This design comes from an exercise in tuning for small area, a short achievable clock period and few clock cycles on the open sky130 flow, not from production work. Where RTL was checked, it was by simulation tests only, not by an equivalence proof against the original. Power is estimated from default activity; no workload was simulated.

==> harbor <==
// accq_top
module accq_top (
  input  logic        clk_i,
  input  logic        rst_ni,
  input  logic        cmd_valid_i,
  input  logic [9:0]  cmd_i,
  output logic        cmd_ready_o,
  input  logic        psum_valid_i,
  input  logic [31:0] psum_i,
  output logic        psum_ready_o,
  input  logic        norm_valid_i,
  input  logic [12:0] norm_i,
  output logic        norm_ready_o,
  output logic        out_valid_o,
  output logic [63:0] out_o,
  input  logic        out_ready_i,
  output logic        busy_o
);
clock: 10.0 ns
lec_check: 0
abc_area: 1
cap_margin: 20
core_margin: 2
core_utilization: 60
slew_margin: 20
standard.sh (not shown) runs the stock make flow with config.mk's settings and CLKGATE_MAP_FILE= SYNTH_SCRIPT=/design/flow/synth_recipe.tcl, a recipe that flattens the netlist after the stock synthesis.
==> flow/flow/run.sh <==
#!/bin/bash
# Own flow: the standard layout (standard.sh, standard synthesis unchanged) with
#  - port buffers of buf_2 instead of the default delay buffer,
#  - a clock tree without dummy loads, built from clkbuf_8,
#  - a tighter setup repair target.
# make's own output goes to standard_flow.log; ORFS keeps each step's log under orfs/logs.
set -euo pipefail
bash standard.sh \
  "BUFFER_PORTS_ARGS=-buffer_cell sky130_fd_sc_hd__buf_2" \
  "CTS_ARGS=-sink_clustering_enable -repair_clock_nets -dont_use_dummy_load -buf_list sky130_fd_sc_hd__clkbuf_8" \
  "SETUP_SLACK_MARGIN=6.6" \
  finish > standard_flow.log 2>&1
==> inputs of juniper, as changes to harbor <==
--- a/flow/design.v
+++ b/flow/design.v
@@ -192,14 +192,134 @@
   assign y[34] = p[34] ^ G52;
   assign y[35] = p[35] ^ G70;
   assign y[36] = p[36] ^ G44;
   assign y[37] = p[37] ^ G71;
   assign y[38] = p[38] ^ G53;
   assign y[39] = p[39] ^ G72;
 endmodule
+module accq_add32 (input logic [31:0] a, input logic [31:0] b, output logic [31:0] y);
+  logic [31:0] p, g;
+  assign p = a ^ b;
+  assign g = a & b;
+  wire G1 = g[1] | (p[1] & g[0]);
+  wire G2 = g[3] | (p[3] & g[2]);
+  wire P2 = p[3] & p[2];
+  wire G3 = g[5] | (p[5] & g[4]);
+  wire P3 = p[5] & p[4];
+  wire G4 = g[7] | (p[7] & g[6]);
+  wire P4 = p[7] & p[6];
+  wire G5 = g[9] | (p[9] & g[8]);
+  wire P5 = p[9] & p[8];
+  wire G6 = g[11] | (p[11] & g[10]);
+  wire P6 = p[11] & p[10];
+  wire G7 = g[13] | (p[13] & g[12]);
+  wire P7 = p[13] & p[12];
+  wire G8 = g[15] | (p[15] & g[14]);
+  wire P8 = p[15] & p[14];
+  wire G9 = g[17] | (p[17] & g[16]);
+  wire P9 = p[17] & p[16];
+  wire G10 = g[19] | (p[19] & g[18]);
+  wire P10 = p[19] & p[18];
+  wire G11 = g[21] | (p[21] & g[20]);
+  wire P11 = p[21] & p[20];
+  wire G12 = g[23] | (p[23] & g[22]);
+  wire P12 = p[23] & p[22];
+  wire G13 = g[25] | (p[25] & g[24]);
+  wire P13 = p[25] & p[24];
+  wire G14 = g[27] | (p[27] & g[26]);
+  wire P14 = p[27] & p[26];
+  wire G15 = g[29] | (p[29] & g[28]);
+  wire P15 = p[29] & p[28];
+  wire G16 = g[31] | (p[31] & g[30]);
+  wire P16 = p[31] & p[30];
+  wire G17 = G2 | (P2 & G1);
+  wire G18 = G4 | (P4 & G3);
+  wire P18 = P4 & P3;
+  wire G19 = G6 | (P6 & G5);
+  wire P19 = P6 & P5;
+  wire G20 = G8 | (P8 & G7);
+  wire P20 = P8 & P7;
+  wire G21 = G10 | (P10 & G9);
+  wire P21 = P10 & P9;
+  wire G22 = G12 | (P12 & G11);
+  wire P22 = P12 & P11;
+  wire G23 = G14 | (P14 & G13);
+  wire P23 = P14 & P13;
+  wire G24 = G16 | (P16 & G15);
+  wire P24 = P16 & P15;
+  wire G25 = G18 | (P18 & G17);
+  wire G26 = G20 | (P20 & G19);
+  wire P26 = P20 & P19;
+  wire G27 = G22 | (P22 & G21);
+  wire P27 = P22 & P21;
+  wire G28 = G24 | (P24 & G23);
+  wire P28 = P24 & P23;
+  wire G29 = G26 | (P26 & G25);
+  wire G30 = G28 | (P28 & G27);
+  wire P30 = P28 & P27;
+  wire G31 = G30 | (P30 & G29);
+  wire G32 = G27 | (P27 & G29);
+  wire G33 = G19 | (P19 & G25);
+  wire G34 = G21 | (P21 & G29);
+  wire G35 = G23 | (P23 & G32);
+  wire G36 = G3 | (P3 & G17);
+  wire G37 = G5 | (P5 & G25);
+  wire G38 = G7 | (P7 & G33);
+  wire G39 = G9 | (P9 & G29);
+  wire G40 = G11 | (P11 & G34);
+  wire G41 = G13 | (P13 & G32);
+  wire G42 = G15 | (P15 & G35);
+  wire G43 = g[2] | (p[2] & G1);
+  wire G44 = g[4] | (p[4] & G17);
+  wire G45 = g[6] | (p[6] & G36);
+  wire G46 = g[8] | (p[8] & G25);
+  wire G47 = g[10] | (p[10] & G37);
+  wire G48 = g[12] | (p[12] & G33);
+  wire G49 = g[14] | (p[14] & G38);
+  wire G50 = g[16] | (p[16] & G29);
+  wire G51 = g[18] | (p[18] & G39);
+  wire G52 = g[20] | (p[20] & G34);
+  wire G53 = g[22] | (p[22] & G40);
+  wire G54 = g[24] | (p[24] & G32);
+  wire G55 = g[26] | (p[26] & G41);
+  wire G56 = g[28] | (p[28] & G35);
+  wire G57 = g[30] | (p[30] & G42);
+  assign y[0] = p[0];
+  assign y[1] = p[1] ^ g[0];
+  assign y[2] = p[2] ^ G1;
+  assign y[3] = p[3] ^ G43;
+  assign y[4] = p[4] ^ G17;
+  assign y[5] = p[5] ^ G44;
+  assign y[6] = p[6] ^ G36;
+  assign y[7] = p[7] ^ G45;
+  assign y[8] = p[8] ^ G25;
+  assign y[9] = p[9] ^ G46;
+  assign y[10] = p[10] ^ G37;
+  assign y[11] = p[11] ^ G47;
+  assign y[12] = p[12] ^ G33;
+  assign y[13] = p[13] ^ G48;
+  assign y[14] = p[14] ^ G38;
+  assign y[15] = p[15] ^ G49;
+  assign y[16] = p[16] ^ G29;
+  assign y[17] = p[17] ^ G50;
+  assign y[18] = p[18] ^ G39;
+  assign y[19] = p[19] ^ G51;
+  assign y[20] = p[20] ^ G34;
+  assign y[21] = p[21] ^ G52;
+  assign y[22] = p[22] ^ G40;
+  assign y[23] = p[23] ^ G53;
+  assign y[24] = p[24] ^ G32;
+  assign y[25] = p[25] ^ G54;
+  assign y[26] = p[26] ^ G41;
+  assign y[27] = p[27] ^ G55;
+  assign y[28] = p[28] ^ G35;
+  assign y[29] = p[29] ^ G56;
+  assign y[30] = p[30] ^ G42;
+  assign y[31] = p[31] ^ G57;
+endmodule
 module accq_nq_tree (
   input  logic [31:0] a,    
   input  logic [3:0]  one,   
   input  logic [3:0]  two,   
   input  logic [3:0]  neg,   
   input  logic        s7,    
   output logic [39:0] sum_o,
@@ -544,16 +664,17 @@
   logic [7:0]  cleared;
   logic        fresh;           
   logic        so_busy, so_cap;
   logic        out_valid_q;
   logic [63:0] out_sh;
   logic        busy_q;
   logic        psum_ready_q, norm_ready_q;
+  logic        add_fire_q;
+  logic [31:0] psum_q;
   logic        head_clr_q;
-  logic        r7_clr_q;      
   logic        sa_v, sb_v, sc_v;
   logic        sb_last_so, sc_last_so;
   logic [3:0]  b_one_q, b_two_q, b_neg_q;   
   logic        b_s7_q;
   logic [4:0]  ka_q, kb_q, kc_q;
   logic [7:0]  sa_hi_q;
   logic [39:0] ca_q;
@@ -562,19 +683,19 @@
   logic [39:0] tree_s, tree_c;
   logic [39:0] pb;
   logic [39:0] pc;
   logic [7:0]  q;
   logic [7:0]  hbyte;
   logic        cap;
   assign head = head_clr_q ? 32'd0 : ring[0];
-  assign sum  = head + psum_i;
-  accq_nq_tree u_tree (.a(ring[6]), .one(b_one_q), .two(b_two_q), .neg(b_neg_q), .s7(b_s7_q),
+  accq_add32 u_add32 (.a(head), .b(psum_q), .y(sum));
+  accq_nq_tree u_tree (.a(ring[7]), .one(b_one_q), .two(b_two_q), .neg(b_neg_q), .s7(b_s7_q),
                        .sum_o(tree_s), .carry_o(tree_c));
-  accq_add40 u_add40 (.a({sa_hi_q, ring[5]}), .b(ca_q), .y(pb));
-  assign pc = {p_hi_q, ring[4]};
+  accq_add40 u_add40 (.a({sa_hi_q, ring[6]}), .b(ca_q), .y(pb));
+  assign pc = {p_hi_q, ring[5]};
   logic [22:0] x1;
   logic [14:0] x2;
   logic [10:0] x3;
   logic [8:0]  x4;
   logic [7:0]  win;
   logic [31:0] ne, ge;
   logic        ovf;
@@ -587,25 +708,25 @@
     ne  = pc[38:7] ^ {32{pc[39]}};
     for (int j = 0; j < 32; j++) ge[j] = (5'(j) >= kc_q);
     ovf = |(ne & ge);
     q   = ovf ? (pc[39] ? 8'h80 : 8'h7f) : win;
   end
   assign hbyte = head_clr_q ? 8'd0 : ring[0][7:0];
   always_ff @(posedge clk_i) begin
-    for (int m = 0; m < 3; m++) ring[m] <= ring[m+1];
-    ring[3] <= sc_v ? {{24{q[7]}}, q} : ring[4];
-    ring[4] <= sb_v ? pb[31:0] : ring[5];
-    ring[5] <= sa_v ? tree_s[31:0] : ring[6];
-    ring[6] <= ring[7];
-    ring[7] <= psum_hs ? sum : head;
+    for (int m = 0; m < 4; m++) ring[m] <= ring[m+1];
+    ring[4] <= sc_v ? {{24{q[7]}}, q} : ring[5];
+    ring[5] <= sb_v ? pb[31:0] : ring[6];
+    ring[6] <= sa_v ? tree_s[31:0] : ring[7];
+    ring[7] <= sum;   
     sa_hi_q <= tree_s[39:32];
     ca_q    <= tree_c;
     p_hi_q  <= pb[39:32];
     kb_q    <= ka_q;
     kc_q    <= kb_q;
+    psum_q  <= psum_hs ? psum_i : 32'd0;
     ka_q    <= norm_i[4:0];
     if (sc_v || cap) out_sh <= {(sc_v ? q : hbyte), out_sh[63:8]};
   end
   logic        psum_hs, norm_hs, cmd_hs;
   logic [7:0]  rem_n;
   logic [2:0]  ptr_n, nq_idx_n, hp_n;
   logic        nq_act_n, add_after_nq_n, nq_since_add_n, so_after_n, clear_after_n, tail_eng_n;
@@ -671,16 +792,16 @@
     fresh_n        = fresh;
     so_busy_n      = so_busy;
     so_cap_n       = so_cap;
     out_valid_n    = out_valid_q & ~out_ready_i;
     q0_v_n         = q0_v;
     q0_op_n        = q0_op;
     q0_len_n       = q0_len;
-    if (psum_hs) cleared_n[hp] = 1'b0;
-    if (sa_v && clear_after) cleared_n[hp - 3'd2] = 1'b1;
+    if (add_fire_q) cleared_n[hp] = 1'b0;
+    if (sa_v && clear_after) cleared_n[hp - 3'd1] = 1'b1;
     if (sc_v && sc_last_so) out_valid_n = 1'b1;
     if (cap) begin
       so_cap_n = (hp != 3'd7);
       if (hp == 3'd7) begin
         so_busy_n   = 1'b0;
         out_valid_n = 1'b1;
         fresh_n     = 1'b1;
@@ -747,15 +868,15 @@
     end
   end
   logic [7:0] s_eff;
   logic [9:0] by;
   logic [3:0] bd_one, bd_two, bd_neg;
   logic       bd_s7;
   always_comb begin
-    s_eff = r7_clr_q ? 8'd0 : norm_i[12:5];
+    s_eff = (head_clr_q & ~add_fire_q) ? 8'd0 : norm_i[12:5];
     by    = {1'b0, s_eff, 1'b0};
     for (int i = 0; i < 4; i++) begin
       bd_one[i] = by[2*i+1] ^ by[2*i];
       bd_two[i] = (by[2*i+2] & ~by[2*i+1] & ~by[2*i]) | (~by[2*i+2] & by[2*i+1] & by[2*i]);
       bd_neg[i] = by[2*i+2];
     end
     bd_s7 = s_eff[7];
@@ -769,87 +890,78 @@
       pr_q         <= '0;
       nr_q         <= '0;
       rz_q         <= 1'b1;
       r1_q         <= 1'b0;
       rlt8_q       <= 1'b1;
       rlt9_q       <= 1'b1;
       q0_v         <= 1'b0;
-      q0_op        <= '0;
-      q0_len       <= '0;
       cmd_ready_q  <= 1'b0;
       rem          <= '0;
       ptr          <= '0;
       add_after_nq <= 1'b0;
       nq_since_add <= 1'b0;
       nq_act       <= 1'b0;
       nq_idx       <= '0;
-      so_after     <= 1'b0;
-      clear_after  <= 1'b0;
       tail_eng     <= 1'b0;
       cleared      <= 8'hff;
       fresh        <= 1'b0;
       so_busy      <= 1'b0;
-      so_cap       <= 1'b0;
       out_valid_q  <= 1'b0;
       busy_q       <= 1'b0;
       psum_ready_q <= 1'b0;
       norm_ready_q <= 1'b0;
+      add_fire_q   <= 1'b0;
       head_clr_q   <= 1'b1;
-      r7_clr_q     <= 1'b1;
-      b_one_q      <= '0;
-      b_two_q      <= '0;
-      b_neg_q      <= '0;
-      b_s7_q       <= 1'b0;
       sa_v         <= 1'b0;
       sb_v         <= 1'b0;
       sc_v         <= 1'b0;
-      sb_last_so   <= 1'b0;
-      sc_last_so   <= 1'b0;
     end else begin
       hp           <= hp_n;
       pr_q         <= e_pr[hsel];
       nr_q         <= e_nr[hsel];
       rz_q         <= e_rz[hsel];
       r1_q         <= e_r1[hsel];
       rlt8_q       <= e_rlt8[hsel];
       rlt9_q       <= e_rlt9[hsel];
       q0_v         <= q0_v_n;
-      q0_op        <= q0_op_n;
-      q0_len       <= q0_len_n;
       cmd_ready_q  <= ~q0_v_n;
       rem          <= rem_n;
       ptr          <= ptr_n;
       add_after_nq <= add_after_nq_n;
       nq_since_add <= nq_since_add_n;
       nq_act       <= nq_act_n;
       nq_idx       <= nq_idx_n;
-      so_after     <= so_after_n;
-      clear_after  <= clear_after_n;
       tail_eng     <= tail_eng_n;
       cleared      <= cleared_n;
       fresh        <= fresh_n;
       so_busy      <= so_busy_n;
-      so_cap       <= so_cap_n;
       out_valid_q  <= out_valid_n;
       busy_q       <= busy_n;
       psum_ready_q <= psum_ready_n;
       norm_ready_q <= norm_ready_n;
+      add_fire_q   <= psum_hs;
       head_clr_q   <= cleared_n[hp_n];
-      r7_clr_q     <= cleared_n[hp];
-      b_one_q      <= bd_one;
-      b_two_q      <= bd_two;
-      b_neg_q      <= bd_neg;
-      b_s7_q       <= bd_s7;
       sa_v         <= norm_hs;
       sb_v         <= sa_v;
       sc_v         <= sb_v;
-      sb_last_so   <= sa_v && (hp == 3'd1) && so_after;
-      sc_last_so   <= sb_last_so;
     end
   end
+  always_ff @(posedge clk_i) begin
+    q0_op        <= q0_op_n;
+    q0_len       <= q0_len_n;
+    so_after     <= so_after_n;
+    clear_after  <= clear_after_n;
+    so_cap       <= so_cap_n;
+    b_one_q      <= bd_one;
+    b_two_q      <= bd_two;
+    b_neg_q      <= bd_neg;
+    b_s7_q       <= bd_s7;
+    sb_last_so   <= sa_v && (hp == 3'd0) && so_after;
+    sc_last_so   <= sb_last_so;
+  end
   assign cmd_ready_o  = cmd_ready_q;
   assign psum_ready_o = psum_ready_q;
   assign norm_ready_o = norm_ready_q;
   assign out_valid_o  = out_valid_q;
   assign out_o        = out_sh;
   assign busy_o       = busy_q;
 endmodule
@@ -918,14 +1030,14 @@
     end
     if (q0_v_i && !so_busy_i && (q0_op_i == 2'd2) && !nq_act_i && !pipe_busy_i && !out_valid_i)
       nq_act_o = 1'b1;
     rz_o   = (rem_o == 8'd0);
     r1_o   = (rem_o == 8'd1);
     rlt8_o = (rem_o[7:3] == 5'd0);
     rlt9_o = (rem_o[7:3] == 5'd0) || (rem_o == 8'd8);
-    dd     = 3'd7 - pr_o;    
-    psum_rdy_o = !zero && (pr_o == 3'd0) &&
+    dd     = 3'd0 - pr_o;
+    psum_rdy_o = !zero && (pr_o == 3'd1) &&
                  (!aan_o || !nq_act_o || (ptr_o < nq_idx_o));
-    norm_rdy_o = nq_act_o && (nr_o == 3'd7) &&
+    norm_rdy_o = nq_act_o && (nr_o == 3'd0) &&
                  (aan_o || zero || (lt8 && (dd >= lo)));
   end
 endmodule
==> flow/flow/run.sh (replaced) <==
#!/bin/bash
# Own flow: the standard layout (standard.sh, standard synthesis unchanged) with
#  - port buffers of buf_2 instead of the default delay buffer,
#  - a clock tree without dummy loads, built from clkbuf_8,
#  - a tighter setup repair target.
# make's own output goes to standard_flow.log; ORFS keeps each step's log under orfs/logs.
set -euo pipefail
bash standard.sh \
  "BUFFER_PORTS_ARGS=-buffer_cell sky130_fd_sc_hd__buf_2" \
  "CTS_ARGS=-sink_clustering_enable -repair_clock_nets -dont_use_dummy_load -buf_list sky130_fd_sc_hd__clkbuf_8 -sink_clustering_size 16 -sink_clustering_max_diameter 60" \
  "SETUP_SLACK_MARGIN=6.6" \
  finish > standard_flow.log 2>&1
==> inputs of nickel, as changes to harbor <==
--- a/flow/design.v
+++ b/flow/design.v
@@ -769,87 +769,78 @@
       pr_q         <= '0;
       nr_q         <= '0;
       rz_q         <= 1'b1;
       r1_q         <= 1'b0;
       rlt8_q       <= 1'b1;
       rlt9_q       <= 1'b1;
       q0_v         <= 1'b0;
-      q0_op        <= '0;
-      q0_len       <= '0;
       cmd_ready_q  <= 1'b0;
       rem          <= '0;
       ptr          <= '0;
       add_after_nq <= 1'b0;
       nq_since_add <= 1'b0;
       nq_act       <= 1'b0;
       nq_idx       <= '0;
-      so_after     <= 1'b0;
-      clear_after  <= 1'b0;
       tail_eng     <= 1'b0;
       cleared      <= 8'hff;
       fresh        <= 1'b0;
       so_busy      <= 1'b0;
-      so_cap       <= 1'b0;
       out_valid_q  <= 1'b0;
       busy_q       <= 1'b0;
       psum_ready_q <= 1'b0;
       norm_ready_q <= 1'b0;
       head_clr_q   <= 1'b1;
       r7_clr_q     <= 1'b1;
-      b_one_q      <= '0;
-      b_two_q      <= '0;
-      b_neg_q      <= '0;
-      b_s7_q       <= 1'b0;
       sa_v         <= 1'b0;
       sb_v         <= 1'b0;
       sc_v         <= 1'b0;
-      sb_last_so   <= 1'b0;
-      sc_last_so   <= 1'b0;
     end else begin
       hp           <= hp_n;
       pr_q         <= e_pr[hsel];
       nr_q         <= e_nr[hsel];
       rz_q         <= e_rz[hsel];
       r1_q         <= e_r1[hsel];
       rlt8_q       <= e_rlt8[hsel];
       rlt9_q       <= e_rlt9[hsel];
       q0_v         <= q0_v_n;
-      q0_op        <= q0_op_n;
-      q0_len       <= q0_len_n;
       cmd_ready_q  <= ~q0_v_n;
       rem          <= rem_n;
       ptr          <= ptr_n;
       add_after_nq <= add_after_nq_n;
       nq_since_add <= nq_since_add_n;
       nq_act       <= nq_act_n;
       nq_idx       <= nq_idx_n;
-      so_after     <= so_after_n;
-      clear_after  <= clear_after_n;
       tail_eng     <= tail_eng_n;
       cleared      <= cleared_n;
       fresh        <= fresh_n;
       so_busy      <= so_busy_n;
-      so_cap       <= so_cap_n;
       out_valid_q  <= out_valid_n;
       busy_q       <= busy_n;
       psum_ready_q <= psum_ready_n;
       norm_ready_q <= norm_ready_n;
       head_clr_q   <= cleared_n[hp_n];
       r7_clr_q     <= cleared_n[hp];
-      b_one_q      <= bd_one;
-      b_two_q      <= bd_two;
-      b_neg_q      <= bd_neg;
-      b_s7_q       <= bd_s7;
       sa_v         <= norm_hs;
       sb_v         <= sa_v;
       sc_v         <= sb_v;
-      sb_last_so   <= sa_v && (hp == 3'd1) && so_after;
-      sc_last_so   <= sb_last_so;
     end
   end
+  always_ff @(posedge clk_i) begin
+    q0_op        <= q0_op_n;
+    q0_len       <= q0_len_n;
+    so_after     <= so_after_n;
+    clear_after  <= clear_after_n;
+    so_cap       <= so_cap_n;
+    b_one_q      <= bd_one;
+    b_two_q      <= bd_two;
+    b_neg_q      <= bd_neg;
+    b_s7_q       <= bd_s7;
+    sb_last_so   <= sa_v && (hp == 3'd1) && so_after;
+    sc_last_so   <= sb_last_so;
+  end
   assign cmd_ready_o  = cmd_ready_q;
   assign psum_ready_o = psum_ready_q;
   assign norm_ready_o = norm_ready_q;
   assign out_valid_o  = out_valid_q;
   assign out_o        = out_sh;
   assign busy_o       = busy_q;
 endmodule
==> flow/flow/run.sh (replaced) <==
#!/bin/bash
# Own flow: the standard layout (standard.sh, standard synthesis unchanged) with
#  - port buffers of buf_2 instead of the default delay buffer,
#  - a clock tree without dummy loads, built from clkbuf_8,
#  - a tighter setup repair target.
# make's own output goes to standard_flow.log; ORFS keeps each step's log under orfs/logs.
set -euo pipefail
bash standard.sh \
  "BUFFER_PORTS_ARGS=-buffer_cell sky130_fd_sc_hd__buf_2" \
  "CTS_ARGS=-sink_clustering_enable -repair_clock_nets -dont_use_dummy_load -buf_list sky130_fd_sc_hd__clkbuf_16 -sink_clustering_size 24 -sink_clustering_max_diameter 80" \
  "SETUP_SLACK_MARGIN=6.6" \
  finish > standard_flow.log 2>&1
==> comparison table <==
| quantity | juniper | harbor | nickel |
|---|---|---|---|
| Leakage power of the design | 12.6 nW | 13.2 nW | 12.9 nW |
| Setup slack of the worst register-to-register path | 6.69 ns | 6.69 ns | 6.69 ns |
| Design Power | 5.57 mW | 5.73 mW | 7.26 mW |
| Outcome | complete, no violations | complete, no violations | complete, no violations |
| Number of nets at the end of the flow | 3148 | 3434 | 3339 |
| Antenna violations before repair | 1 | 0 | 2 |
| Crit. Startpoint | b_one_q[3] | b_one_q[1] | out_valid_q |
| # Post-CTS Setup Buffers | 1 | 3 | 0 |
| Adder and majority cell fraction of the synthesized area | 0.160 | 0.146 | 0.147 |
| Via count of the first global-routing pass | 18.0k | 20.0k | 19.4k |
| Slew of the pin with the lowest slew margin | 0.971 ns | 1.08 ns | 1.14 ns |
| Total routing usage reported by global routing | 0.285 | 0.321 | 0.314 |
| Slowest-stage cell, CP | sky130_fd_sc_hd__clkinvlp_4 | sky130_fd_sc_hd__fa_1 | sky130_fd_sc_hd__dfrtp_1 |
| Fraction of area in registers | 0.419 | 0.383 | 0.390 |
| Final routed wire length divided by cell count | 17.9 µm | 19.2 µm | 19.5 µm |
| Multiplexer share of the synthesized area | 0.000866 | 0.000851 | 0.00126 |
| Met2 WL post-DR | 26.7 mm | 32.0 mm | 32.1 mm |
| First-pass GRT wire length | 93.7 mm | 109 mm | 107 mm |
| Number of search-and-repair iterations in the first detailed-routing pass | 6 | 5 | 6 |
| Clock network fraction of design power | 0.180 | 0.235 | 0.147 |
| Share of the synthesized area in the top cell type | 0.306 | 0.261 | 0.276 |
| Starting utilization of the core area | 0.605 | 0.609 | 0.608 |
Testbench counts of nickel, summed over its fixed seeds: cycles 13,176.
The RTL of harbor and juniper was laid out without a check of its function.

## separate check: timing with driven ports
Ports are ideal in the flow. The routed layouts listed here were re-timed in OpenROAD.
Step 1 assumes that a clkbuf_16 drives the clock port and a buf_2 every other input.
Step 2 adds t to the input delays and takes it off the output delays; t is the mean of the earliest and latest rising clock arrival at the registers after step 1. Input paths then give back, and output paths get back, about the clock's delay inside the block.
a / b / c = no drivers / after step 1 / after step 2; a / b = the first two.
run	t, ns	setup WS [ns]	hold WS [ns]	worst setup path at the end
harbor	0.681	6.691 / 6.691 / 6.050	0.317 / 0.317 / 0.317	input to register
juniper	0.657	6.694 / 6.694 / 6.202	0.295 / 0.295 / 0.295	input to register
nickel	0.639	6.668 / 6.605 / 6.098	0.265 / 0.265 / 0.265	input to register
After both steps setup and hold are still met in every run listed. For harbor, which loses most, drivers alone change the setup slack by 0.000 ns; drivers and shift together by -0.641 ns.
